This is an optimization exercise on Yosys and OpenROAD, whose aim is small area, a short achievable clock period and few clock cycles per item, not a production implementation.
Only the layout flow was run in this run; the RTL was not checked for function there.
Power figures rest on the tool's default switching activity, not on a simulated workload.

$ cat flow/config.mk
export PLATFORM = sky130hd
export DESIGN_NAME = depth_to_point_unprojection
export DESIGN_NICKNAME = depth_to_point_unprojection
export VERILOG_FILES = /design/flow/design.v
export SDC_FILE = /design/flow/constraint.sdc
export NUM_CORES = 4
export LEC_CHECK = 0
export CAP_MARGIN = 20
export CORE_MARGIN = 2
export CORE_UTILIZATION = 40
export PLACE_DENSITY = 0.6
export SLEW_MARGIN = 20
$ cat flow/constraint.sdc
create_clock -name core_clock -period 14.0 [get_ports {i_clk}]
set_input_delay 2.8000 -clock core_clock [delete_from_list [all_inputs] [get_ports {i_clk}]]
set_output_delay 2.8000 -clock core_clock [all_outputs]
set_load 0.01 [all_outputs]
$ cat flow/design.v
package dpu_pkg;
    localparam logic [2:0] REG_WIDTH  = 3'd0;
    localparam logic [2:0] REG_HEIGHT = 3'd1;
    localparam logic [2:0] REG_CSTR   = 3'd2;
    localparam logic [2:0] REG_RSTR   = 3'd3;
    localparam logic [2:0] REG_NEAR   = 3'd4;
    localparam logic [2:0] REG_FAR    = 3'd5;
    localparam logic [2:0] REG_IFX    = 3'd6;
    localparam logic [2:0] REG_IFY    = 3'd7;
    localparam int JOB_W = 52;
endpackage
import dpu_pkg::*;
module dpu_front (
    input  logic        i_clk,
    input  logic        i_rst_n,
    input  logic        i_valid,
    input  logic        i_stall_q,
    input  logic [24:0] i_depth_code,
    input  logic [12:0] i_image_width,
    input  logic [12:0] i_image_height,
    input  logic [6:0]  i_column_stride,
    input  logic [6:0]  i_row_stride,
    output logic        o_stall,
    output logic        o_push,
    output logic [JOB_W-1:0] o_job
);
    logic [12:0] r_col, r_row, n_col, n_row, w, h;
    logic [6:0]  r_cph, r_rph, n_cph, n_rph, cs, rs;
    logic        acc, keep;
    logic [13:0] c2, r2;
    logic [12:0] ax, ay;
    logic        nx, ny;
    always_comb begin
        w  = (i_image_width == '0) ? 13'd1 : (i_image_width > 13'd4096) ? 13'd4096 : i_image_width;
        h  = (i_image_height == '0) ? 13'd1 : (i_image_height > 13'd4096) ? 13'd4096 : i_image_height;
        cs = (i_column_stride == '0) ? 7'd1 : (i_column_stride > 7'd64) ? 7'd64 : i_column_stride;
        rs = (i_row_stride == '0) ? 7'd1 : (i_row_stride > 7'd64) ? 7'd64 : i_row_stride;
    end
    assign c2 = {r_col, 1'b0};
    assign r2 = {r_row, 1'b0};
    assign nx = c2 < {1'b0, w};
    assign ny = !(r2 < {1'b0, h});
    assign ax = nx ? 13'(w - c2[12:0]) : 13'(c2 - {1'b0, w});
    assign ay = ny ? 13'(r2 - {1'b0, h}) : 13'(h - r2[12:0]);
    assign o_stall = i_stall_q;
    assign acc     = i_valid && !i_stall_q;
    assign keep    = (r_cph == '0) && (r_rph == '0) && !i_depth_code[24];
    assign o_push  = acc && keep;
    assign o_job   = {ny, ay, nx, ax, i_depth_code[23:0]};
    always_comb begin
        n_col = r_col; n_row = r_row; n_cph = r_cph; n_rph = r_rph;
        if ({1'b0, r_col} + 1'b1 >= {1'b0, w}) begin
            n_col = '0;
            n_cph = '0;
            if ({1'b0, r_row} + 1'b1 >= {1'b0, h}) begin
                n_row = '0;
                n_rph = '0;
            end else begin
                n_row = r_row + 1'b1;
                n_rph = ({1'b0, r_rph} + 1'b1 >= {1'b0, rs}) ? '0 : r_rph + 1'b1;
            end
        end else begin
            n_col = r_col + 1'b1;
            n_cph = ({1'b0, r_cph} + 1'b1 >= {1'b0, cs}) ? '0 : r_cph + 1'b1;
        end
    end
    always_ff @(posedge i_clk) begin
        if (!i_rst_n) begin
            r_col <= '0; r_row <= '0; r_cph <= '0; r_rph <= '0;
        end else if (acc) begin
            r_col <= n_col; r_row <= n_row; r_cph <= n_cph; r_rph <= n_rph;
        end
    end
endmodule
import dpu_pkg::*;
module dpu_queue (
    input  logic i_clk,
    input  logic i_rst_n,
    input  logic i_push,
    input  logic [JOB_W-1:0] i_job,
    output logic o_full,
    output logic o_valid,
    input  logic i_pop,
    output logic [JOB_W-1:0] o_job
);
    logic [JOB_W-1:0] r_mem [2];
    logic       r_wp, r_rp;
    logic [1:0] r_cnt;
    assign o_full  = r_cnt[1];
    assign o_valid = r_cnt != 2'd0;
    assign o_job   = r_mem[r_rp];
    always_ff @(posedge i_clk) begin
        if (i_push) r_mem[r_wp] <= i_job;
        if (!i_rst_n) begin
            r_wp <= 1'b0; r_rp <= 1'b0; r_cnt <= 2'd0;
        end else begin
            if (i_push) r_wp <= ~r_wp;
            if (i_pop)  r_rp <= ~r_rp;
            r_cnt <= r_cnt + {1'b0, i_push} - {1'b0, i_pop};
        end
    end
endmodule
import dpu_pkg::*;
module dpu_div (
    input  logic        i_clk,
    input  logic        i_rst_n,
    input  logic        i_cfg_we,
    input  logic [31:0] i_near,
    input  logic [31:0] i_far,
    input  logic        i_valid,
    output logic        o_take,
    input  logic [31:0] i_mdh,
    input  logic [23:0] i_mdl,
    input  logic [44:0] i_ax,
    input  logic [44:0] i_ay,
    input  logic        i_nx,
    input  logic        i_ny,
    output logic        o_valid,
    input  logic        i_stall,
    output logic [31:0] o_x,
    output logic [31:0] o_y,
    output logic [31:0] o_z
);
    typedef enum logic [2:0] {S_IDLE, S_NF, S_NFT, S_DIV, S_TAIL} t_state;
    t_state      r_st;
    logic        r_nfok;
    logic [63:0] r_nf;
    logic [4:0]  r_cnt;
    logic [55:0] r_r, r_d;
    logic [31:0] r_z;
    logic [44:0] r_ax, r_ay;
    logic [63:0] r_accx, r_accy;
    logic        r_ovx, r_ovy;
    logic [1:0]  r_q;
    logic        r_hv;
    logic        r_nx, r_ny;
    logic        mode32, fz, free, load, nfstart, outw;
    logic [23:0] nfv;
    logic [3:0]  half;
    logic [56:0] t1, t2;
    logic [57:0] s1, s2;
    logic        g1, g2;
    logic [55:0] r1, r2;
    logic [66:0] hx, hy;
    assign mode32  = (i_near[31:24] != '0) || (i_far[31:24] != '0);
    assign fz      = i_far == '0;
    assign nfv     = i_near[23:0] | i_far[23:0];
    always_comb begin
        half = 4'd1;
        for (int i = 0; i < 24; i++) if (nfv[i]) half = 4'(i / 2 + 1);
    end
    assign outw    = (r_st == S_TAIL) && !o_valid;
    assign free    = (r_st == S_IDLE) || outw;
    assign load    = free && r_nfok && i_valid;
    assign nfstart = (r_st == S_IDLE) && !r_nfok && !i_cfg_we;
    assign o_take  = load;
    assign t1 = {r_r, r_z[31]};
    assign s1 = {1'b0, t1} - {2'b0, r_d};
    assign g1 = !s1[57];
    assign r1 = g1 ? s1[55:0] : t1[55:0];
    assign t2 = {r1, r_z[30]};
    assign s2 = {1'b0, t2} - {2'b0, r_d};
    assign g2 = !s2[57];
    assign r2 = g2 ? s2[55:0] : t2[55:0];
    assign hx = {1'b0, r_accx, 2'b0} + (r_q[1] ? {21'b0, r_ax, 1'b0} : 67'd0)
                                     + (r_q[0] ? {22'b0, r_ax} : 67'd0);
    assign hy = {1'b0, r_accy, 2'b0} + (r_q[1] ? {21'b0, r_ay, 1'b0} : 67'd0)
                                     + (r_q[0] ? {22'b0, r_ay} : 67'd0);
    function automatic logic [31:0] f_sat(input logic ov, input logic [30:0] m, input logic neg);
        if (ov) f_sat = neg ? 32'h80000000 : 32'h7FFFFFFF;
        else    f_sat = neg ? 32'd0 - {1'b0, m} : {1'b0, m};
    endfunction
    always_ff @(posedge i_clk) begin
        if (!i_rst_n) begin
            r_st    <= S_IDLE;
            r_nfok  <= 1'b0;
            o_valid <= 1'b0;
        end else begin
            if (o_valid && !i_stall) o_valid <= 1'b0;
            if (i_cfg_we) r_nfok <= 1'b0;
            case (r_st)
                S_NF:   r_st <= i_cfg_we ? S_IDLE : (r_cnt == '0) ? S_NFT : S_NF;
                S_NFT: begin
                    r_st <= S_IDLE;
                    if (!i_cfg_we) r_nfok <= 1'b1;
                end
                S_DIV:  if (r_cnt == '0) r_st <= S_TAIL;
                S_TAIL: if (!o_valid) begin
                    o_valid <= 1'b1;
                    r_st    <= S_IDLE;
                end
                default: r_st <= S_IDLE;
            endcase
            if (load) r_st <= S_DIV;
            else if (nfstart) r_st <= S_NF;
        end
    end
    always_ff @(posedge i_clk) begin
        if (load) begin
            r_cnt  <= mode32 ? 5'd15 : 5'(half - 4'd1);
            r_r    <= mode32 ? r_nf[63:8] : r_nf[55:0];
            r_z    <= mode32 ? {r_nf[7:0], 24'b0} : 32'd0;
            r_d    <= {i_mdh + i_far, i_mdl};
            r_ax   <= i_ax;
            r_ay   <= i_ay;
            r_nx   <= i_nx;
            r_ny   <= i_ny;
        end else if (nfstart) begin
            r_cnt  <= mode32 ? 5'd15 : 5'(5'd27 - {1'b0, half});
            r_z    <= i_far;
            r_ax   <= {13'b0, i_near};
        end else if (r_st == S_NF) begin
            r_cnt  <= r_cnt - 5'd1;
            r_q    <= r_z[31:30];
            r_z    <= {r_z[29:0], 2'b0};
        end else if (r_st == S_DIV) begin
            r_cnt  <= r_cnt - 5'd1;
            r_r    <= r2;
            r_q    <= {g1 && !fz, g2 && !fz};
            r_z    <= {r_z[29:0], g1 && !fz, g2 && !fz};
        end
        if (load || nfstart) r_hv <= 1'b0;
        else if (r_st == S_DIV || r_st == S_NF) r_hv <= 1'b1;
        if (load || nfstart) begin
            r_accx <= '0;
            r_accy <= '0;
            r_ovx  <= 1'b0;
            r_ovy  <= 1'b0;
        end else if (r_hv && (r_st == S_DIV || r_st == S_NF)) begin
            r_accx <= hx[63:0];
            r_accy <= hy[63:0];
            r_ovx  <= r_ovx || (hx[66:64] != '0);
            r_ovy  <= r_ovy || (hy[66:64] != '0);
        end
        if (r_st == S_NFT) r_nf <= hx[63:0];
        if (outw) begin
            o_x <= f_sat(r_ovx || (hx[66:64] != '0), hx[63:33], r_nx);
            o_y <= f_sat(r_ovy || (hy[66:64] != '0), hy[63:33], r_ny);
            o_z <= f_sat(r_z[31], r_z[30:0], 1'b1);
        end
    end
endmodule
import dpu_pkg::*;
module dpu_pre (
    input  logic        i_clk,
    input  logic        i_rst_n,
    input  logic        i_valid,
    input  logic [JOB_W-1:0] i_job,
    output logic        o_pop,
    input  logic [32:0] i_m,        
    input  logic [31:0] i_ifx,
    input  logic [31:0] i_ify,
    output logic        o_done,
    input  logic        i_take,
    output logic [31:0] o_mdh,      
    output logic [23:0] o_mdl,
    output logic [44:0] o_ax,
    output logic [44:0] o_ay,
    output logic        o_nx,
    output logic        o_ny
);
    logic        r_busy, r_done;
    logic [2:0]  r_cnt;
    logic [35:0] r_dh;           
    logic [23:0] r_dl;           
    logic [31:0] r_xh, r_yh;
    logic [13:0] r_xl, r_yl;      
    logic        last;
    logic [35:0] m36, ds;
    logic [33:0] xs, ys;
    assign last   = r_cnt == 3'd7;
    assign o_pop  = i_valid && (!r_busy || (r_done && i_take));
    assign o_done = r_done;
    assign o_mdh  = r_dh[31:0];
    assign o_mdl  = r_dl;
    assign o_ax   = {r_xh[30:0], r_xl};
    assign o_ay   = {r_yh[30:0], r_yl};
    assign m36 = {{3{i_m[32]}}, i_m};
    assign ds  = r_dh + (r_dl[0] ? m36 : 36'd0) + (r_dl[1] ? {m36[34:0], 1'b0} : 36'd0)
                      + (r_dl[2] ? {m36[33:0], 2'b0} : 36'd0);
    assign xs  = {2'b0, r_xh} + (r_xl[0] ? {2'b0, i_ifx} : 34'd0)
                              + (r_xl[1] ? {1'b0, i_ifx, 1'b0} : 34'd0);
    assign ys  = {2'b0, r_yh} + (r_yl[0] ? {2'b0, i_ify} : 34'd0)
                              + (r_yl[1] ? {1'b0, i_ify, 1'b0} : 34'd0);
    always_ff @(posedge i_clk) begin
        if (!i_rst_n) begin
            r_busy <= 1'b0;
            r_done <= 1'b0;
        end else if (o_pop) begin
            r_busy <= 1'b1;
            r_done <= 1'b0;
        end else if (r_done && i_take) begin
            r_busy <= 1'b0;
            r_done <= 1'b0;
        end else if (r_busy && last) begin
            r_done <= 1'b1;
        end
    end
    always_ff @(posedge i_clk) begin
        if (o_pop) begin
            r_cnt <= 3'd0;
            r_dh  <= '0;
            r_dl  <= i_job[23:0];
            r_xh  <= '0;
            r_xl  <= {1'b0, i_job[36:24]};
            o_nx  <= i_job[37];
            r_yh  <= '0;
            r_yl  <= {1'b0, i_job[50:38]};
            o_ny  <= i_job[51];
        end else if (r_busy && !r_done) begin
            r_cnt <= r_cnt + 3'd1;
            r_dh  <= {{3{ds[35]}}, ds[35:3]};
            r_dl  <= {ds[2:0], r_dl[23:3]};
            if (!last) begin
                r_xh <= xs[33:2];
                r_xl <= {xs[1:0], r_xl[13:2]};
                r_yh <= ys[33:2];
                r_yl <= {ys[1:0], r_yl[13:2]};
            end
        end
    end
endmodule
import dpu_pkg::*;
module depth_to_point_unprojection (
    input  logic        i_clk,
    input  logic        i_rst_n,
    input  logic        i_valid,
    output logic        o_stall,
    input  logic [24:0] i_depth_code,
    output logic        o_valid,
    input  logic        i_stall,
    output logic [31:0] o_point_x,
    output logic [31:0] o_point_y,
    output logic [31:0] o_point_z,
    input  logic        i_cfg_we,
    input  logic [2:0]  i_cfg_index,
    input  logic [31:0] i_cfg_data
);
    logic [12:0] r_w, r_h;
    logic [6:0]  r_cs, r_rs;
    logic [31:0] r_near, r_far, r_ifx, r_ify;
    logic [32:0] r_m;
    logic        push, qfull, qvalid, pop, adone, take, anx, any;
    logic [JOB_W-1:0] fjob, qjob;
    logic [31:0] amdh;
    logic [23:0] amdl;
    logic [44:0] aax, aay;
    always_ff @(posedge i_clk) begin
        if (!i_rst_n) begin
            r_w <= 13'd1200; r_h <= 13'd900; r_cs <= 7'd10; r_rs <= 7'd10;
            r_near <= 32'd655; r_far <= 32'd3276800;
            r_ifx <= 32'd2966000; r_ify <= 32'd2966000;
        end else if (i_cfg_we) begin
            case (i_cfg_index)
                REG_WIDTH:  r_w    <= i_cfg_data[12:0];
                REG_HEIGHT: r_h    <= i_cfg_data[12:0];
                REG_CSTR:   r_cs   <= i_cfg_data[6:0];
                REG_RSTR:   r_rs   <= i_cfg_data[6:0];
                REG_NEAR:   r_near <= i_cfg_data;
                REG_FAR:    r_far  <= i_cfg_data;
                REG_IFX:    r_ifx  <= i_cfg_data;
                REG_IFY:    r_ify  <= i_cfg_data;
                default: ;
            endcase
        end
    end
    always_ff @(posedge i_clk) r_m <= {1'b0, r_near} - {1'b0, r_far};
    dpu_front u_front (
        .i_clk(i_clk), .i_rst_n(i_rst_n), .i_valid(i_valid), .i_stall_q(qfull),
        .i_depth_code(i_depth_code), .i_image_width(r_w), .i_image_height(r_h),
        .i_column_stride(r_cs), .i_row_stride(r_rs),
        .o_stall(o_stall), .o_push(push), .o_job(fjob)
    );
    dpu_queue u_queue (
        .i_clk(i_clk), .i_rst_n(i_rst_n), .i_push(push), .i_job(fjob),
        .o_full(qfull), .o_valid(qvalid), .i_pop(pop), .o_job(qjob)
    );
    dpu_pre u_pre (
        .i_clk(i_clk), .i_rst_n(i_rst_n), .i_valid(qvalid), .i_job(qjob), .o_pop(pop),
        .i_m(r_m), .i_ifx(r_ifx), .i_ify(r_ify),
        .o_done(adone), .i_take(take), .o_mdh(amdh), .o_mdl(amdl), .o_ax(aax), .o_ay(aay),
        .o_nx(anx), .o_ny(any)
    );
    dpu_div u_div (
        .i_clk(i_clk), .i_rst_n(i_rst_n), .i_cfg_we(i_cfg_we),
        .i_near(r_near), .i_far(r_far),
        .i_valid(adone), .o_take(take), .i_mdh(amdh), .i_mdl(amdl), .i_ax(aax), .i_ay(aay),
        .i_nx(anx), .i_ny(any),
        .o_valid(o_valid), .i_stall(i_stall),
        .o_x(o_point_x), .o_y(o_point_y), .o_z(o_point_z)
    );
endmodule
$ cat flow/run.sh
#!/bin/bash
# synth_recipe.tcl (not shown) runs the flow's synth.tcl, then flattens the netlist and writes it again
# the make line also repeats each setting of config.mk as NAME=value (left out here)
make -C /OpenROAD-flow-scripts/flow DESIGN_CONFIG=/design/flow/config.mk WORK_HOME=/design/flow/orfs CLKGATE_MAP_FILE= SYNTH_SCRIPT=/design/flow/synth_recipe.tcl finish
==> impl_summary.txt <==
----------------------------------------------------
[Placement]
  Port-buffer cells ... 162
  Detailed placement HPWL ... 166,000 um
  Cell count after placement ... 10,700
  Placed Area ... 76,700 sq um
  Worst Setup Slack post-DPL ... 4.30 ns
  Final GP Congestion ... 0.918

[Logic synthesis]
  Total of flip-flops plus latches after synthesis ... 1,045
  Part of the Yosys area used for sequential elements ... 36.5%
  Largest cells by area after synthesis ... edfxtp_1 (23%), dfxtp_1 (13%), ha_1 (8.6%)
  Post-Synthesis Mean Instance Area ... 8.63 sq um
  Commonest cells in the synthesized netlist ... nand2_1 (1,456), inv_1 (810), a21oi_1 (643), edfxtp_1 (559), nor2_1 (558)
  Number of standard cells after synthesis ... 8,414
  Top cell type by total area after synthesis ... edfxtp_1
  Synth warnings ... 5
  Nets in the synthesized netlist ... 9,204
  Most frequently used cell type in the post-synthesis netlist ... nand2_1
  Fraction of registers with async set or reset after synthesis ... 0%
  Number of distinct library cells after synthesis ... 91
  Number of enable-type register cells in the synthesized netlist ... 559
  Post-synth top area share ... 23.1%
  Post-Synthesis Cell Area ... 72,700 sq um
  Most used DFF post-synth ... edfxtp_1

[Critical path]
  Cell depth of the worst setup path ... 28
  Required time at the endpoint of the critical path ... 14.64 ns
  Worst setup path start ... u_div.r_d[1]
  Largest stage delay on the critical path ... 0.81 ns
  End of the critical path ... u_div.r_r[22]
  Master of the slowest instance on the critical path ... a2111oi_1
  Worst r2r dst ... u_div.r_r[22]
  Number of buffers and inverters on the critical path ... 4
  Critical path peak fanout ... 50
  Category of the worst setup path launch point ... flip-flop
  Start of the worst register-to-register path ... u_div.r_d[1]
  Arr. time, crit path ... 10.14 ns
  Register-to-register setup slack ... 4.50 ns
  Classification of the worst setup path ... reg2reg
  Crit. End Element ... flip-flop
  Depth of the most critical reg-to-reg path ... 28
  Delay-heaviest family, CP ... compound AO/OA/AOI/OAI gates

[Clocking]
  Maximum count of clock buffers along a single path ... 3
  Hold buffer count at cts ... 0
  Resize count post-CTS ... 0
  Clock latency on the worst-skew pair ... 0.79 ns
  Clock net sink count ... 1,045
  H-tree Lvls ... 4
  Clock tree root driver cell ... clkbuf_16
  Clk pin slew, worst setup/hold paths ... 0.06 ns
  Number of CTS-inserted buffers ... 130
  CTS tree ... yes
  Number of buffers added for setup after CTS ... 0

[Cells and area]
  Final core occ ... 44.9%
  Cell area after layout ... 81,100 sq um
  Final net count ... 9,218
  Area growth from synthesis to final layout ... 11.7%
  Filler-free cell count of the finished design ... 10,900
  Fraction of final layout cells with drive strength greater than 1 ... 4.44%

[Die]
  Number of cell rows ... 156
  Starting utilization of the core area ... 40.2%
  Core box area ... 181,000 sq um
  Horiz. Die Dim ... 430 um
  Vert. Die Dim ... 430 um
  Number of placed I/O pins ... 163
  Die Footprint ... 185,000 sq um

[STA]
  Unrepaired setup endpoints after global routing ... false
  Slew Viols, Final ... 0
  Fmax ... 105 MHz
  Worst-case setup margin in the final layout ... 4.50 ns
  Final critical-path share of the clock period ... 67.9%
  Tightest hold margin ... 0.442 ns
  Total negative slack ... 0 ns
  Clk_skew ... 0.0416 ns
  Count of final setup violators ... 0
  Minimum clock period ... 9.50 ns
  Worst-case headroom to the max-slew limit ... 17.9%
  Measured slew at the worst slew-check pin ... 1.22 ns
  Final Hold Fails ... 0

[Run]
  Reported max-cap violation count ... 0

[Global route]
  Largest net degree at the start of global routing ... 112
  Number of global-route vias before repair ... 57,700
  Global router's overall resource usage ... 23.3%
  Final global-route overflow total ... 0
  Global-route wire length before repair ... 339,000 um
  Antenna violations before repair ... 15

[Pwr]
  Static Leak ... 34.2 nW
  Ratio of total power to cell area ... 159 nW/um^2
  Pwr Total ... 12.9 mW
  Peak supply drop ... 0.000144 V

[Routing]
  Final wirelength ... 220,000 um
  DR pass1 iterations ... 6
  Vias after detailed routing ... 59,900
  Post-route ant nets ... 0
  Routed len/inst ... 20.2 um
  Vias per Instance ... 5.49
  Starting DRC count in detailed routing ... 4,390
  Residual DRC ... 0

[Min path]
  Hold WC Path Type ... reg2reg

[Outcome]
  Run status ... no timing/DRC/antenna violations

----------------------------------------------------
[cell type report]
cell class | count | area [sq um]
Fill cell | 17500 | 99400
Inverter | 814 | 3070
Antenna cell | 2 | 5.00
Timing Repair Buffer | 246 | 2270
Tap cell | 2370 | 2970
Sequential cell | 1045 | 26500
Clock buffer | 172 | 3590
Multi-Input combinational cell | 6191 | 41900
Clock inverter | 68 | 880
[worst reg2reg max path: cells and delay by family, from the launching register on]
family	cells	cell delay, ns
adders and majority gates	2	0.62
DFF	1	0.37
and+or+nand+nor	4	0.92
AOI/OAI and AO/OA	18	5.92
buffers and inverters	4	1.50
[sequential cells by signal, indices dropped and copies added, names as in the netlist, 33 cells and up, named ones only]
register and flops:
u_queue.r_mem 104, u_div.r_accx 64, u_div.r_accy 64, u_div.r_nf 64, u_div.r_d 56, u_div.r_r 56
u_div.r_ax 45, u_div.r_ay 45, r_m 33, u_pre.r_dh 33
[cells in the final DEF (no fill, tap or decap), drive strengths merged, types with 27 or more instances in the layout]
master and n:
nand2 1456, a22o 29, o21bai 51, or3 34, edfxtp 559, nor4 43, ha 497, o21a 63
nand3 187, clkinv 39, o31ai 30, and3 98, fa 228, nand4 69, inv 826, nand2b 64
a21boi 167, nor2 558, xnor2 258, xor2 164, a21oi 643, o211ai 44, a31oi 73, dfxtp 486
o21ai 359, buf 85, a21o 215, clkbuf 172, mux2i 137, a211oi 121, and2 100, a211o 27
clkdlybuf4s50 161, nor2b 76, nor3 110
[kinds of logic (layout without fill, tap and decap cells)]
logic type / count (synthesis) / count (layout) / share of synthesized area, %
and+or+nand+nor: 2888 / 2888 / 17.7
AOI/OAI and AO/OA: 2005 / 2005 / 17.6
buffers and inverters: 1178 / 1300 / 6.12
DFF: 1045 / 1045 / 36.5
adders and majority gates: 725 / 725 / 14.8
xor gates and xnor gates: 422 / 422 / 5.11
muxes: 151 / 151 / 2.10
other: 0 / 2 / 0
[metal layers]
metal  share of wire (%)  track usage (%)  vias up
met2                  46             37.8     1621
met3                 5.8             3.65      358
li1                    -                -    29000
met5               0.046                0        -
met4                 4.1             9.07       14
met1                  44             31.2    28900
[report_power, final]
group	total [mW]	switching [mW]	internal (mW)
Clock	3.54	1.44	2.09
Sequential	4.00	0.302	3.70
Combinational	5.35	3.32	2.03
[how the worst min path moves through the flow]
stage                           startpoint                to  depth (start not counted)
after global routing      u_div.r_accy[19]  u_div.r_accy[19]                          2
after CTS                   u_pre.r_yh[13]    u_div.r_ay[27]                          0
after detailed placement    u_pre.r_yh[13]    u_div.r_ay[27]                          0
final                       u_pre.r_yh[13]    u_div.r_ay[27]                          0
after global placement          u_pre.o_ny        u_div.r_ny                          0
after floorplan                 u_pre.o_nx        u_div.r_nx                          0

[separate check: timing with driven ports]
The flow's constraints put no driver on any port. The routed layout listed below was extracted and timed again, unchanged, in two steps.
Step 1 (the two cells are an assumption about what drives the block):
set clk [get_ports {i_clk}]
set_driving_cell -lib_cell sky130_fd_sc_hd__clkbuf_16 $clk
set_driving_cell -lib_cell sky130_fd_sc_hd__buf_2 [delete_from_list [all_inputs] $clk]
Step 2 times the ports against the registers' clock, not the clock port: input delays grow and output delays shrink by t, the midpoint of the rising clock arrivals with the driver on.
Three values: no drivers, after step 1, after step 2; two values: the first two.
t (ns): 0.857
slack for setup (ns): 4.499 / 4.499 / 4.499
worst setup path at the end: register to register
worst slew at a driven data input, ns: 0.12
After both steps this run still meets setup and hold. For this run, drivers alone change the setup slack by 0.000 ns; drivers and shift together by 0.000 ns.
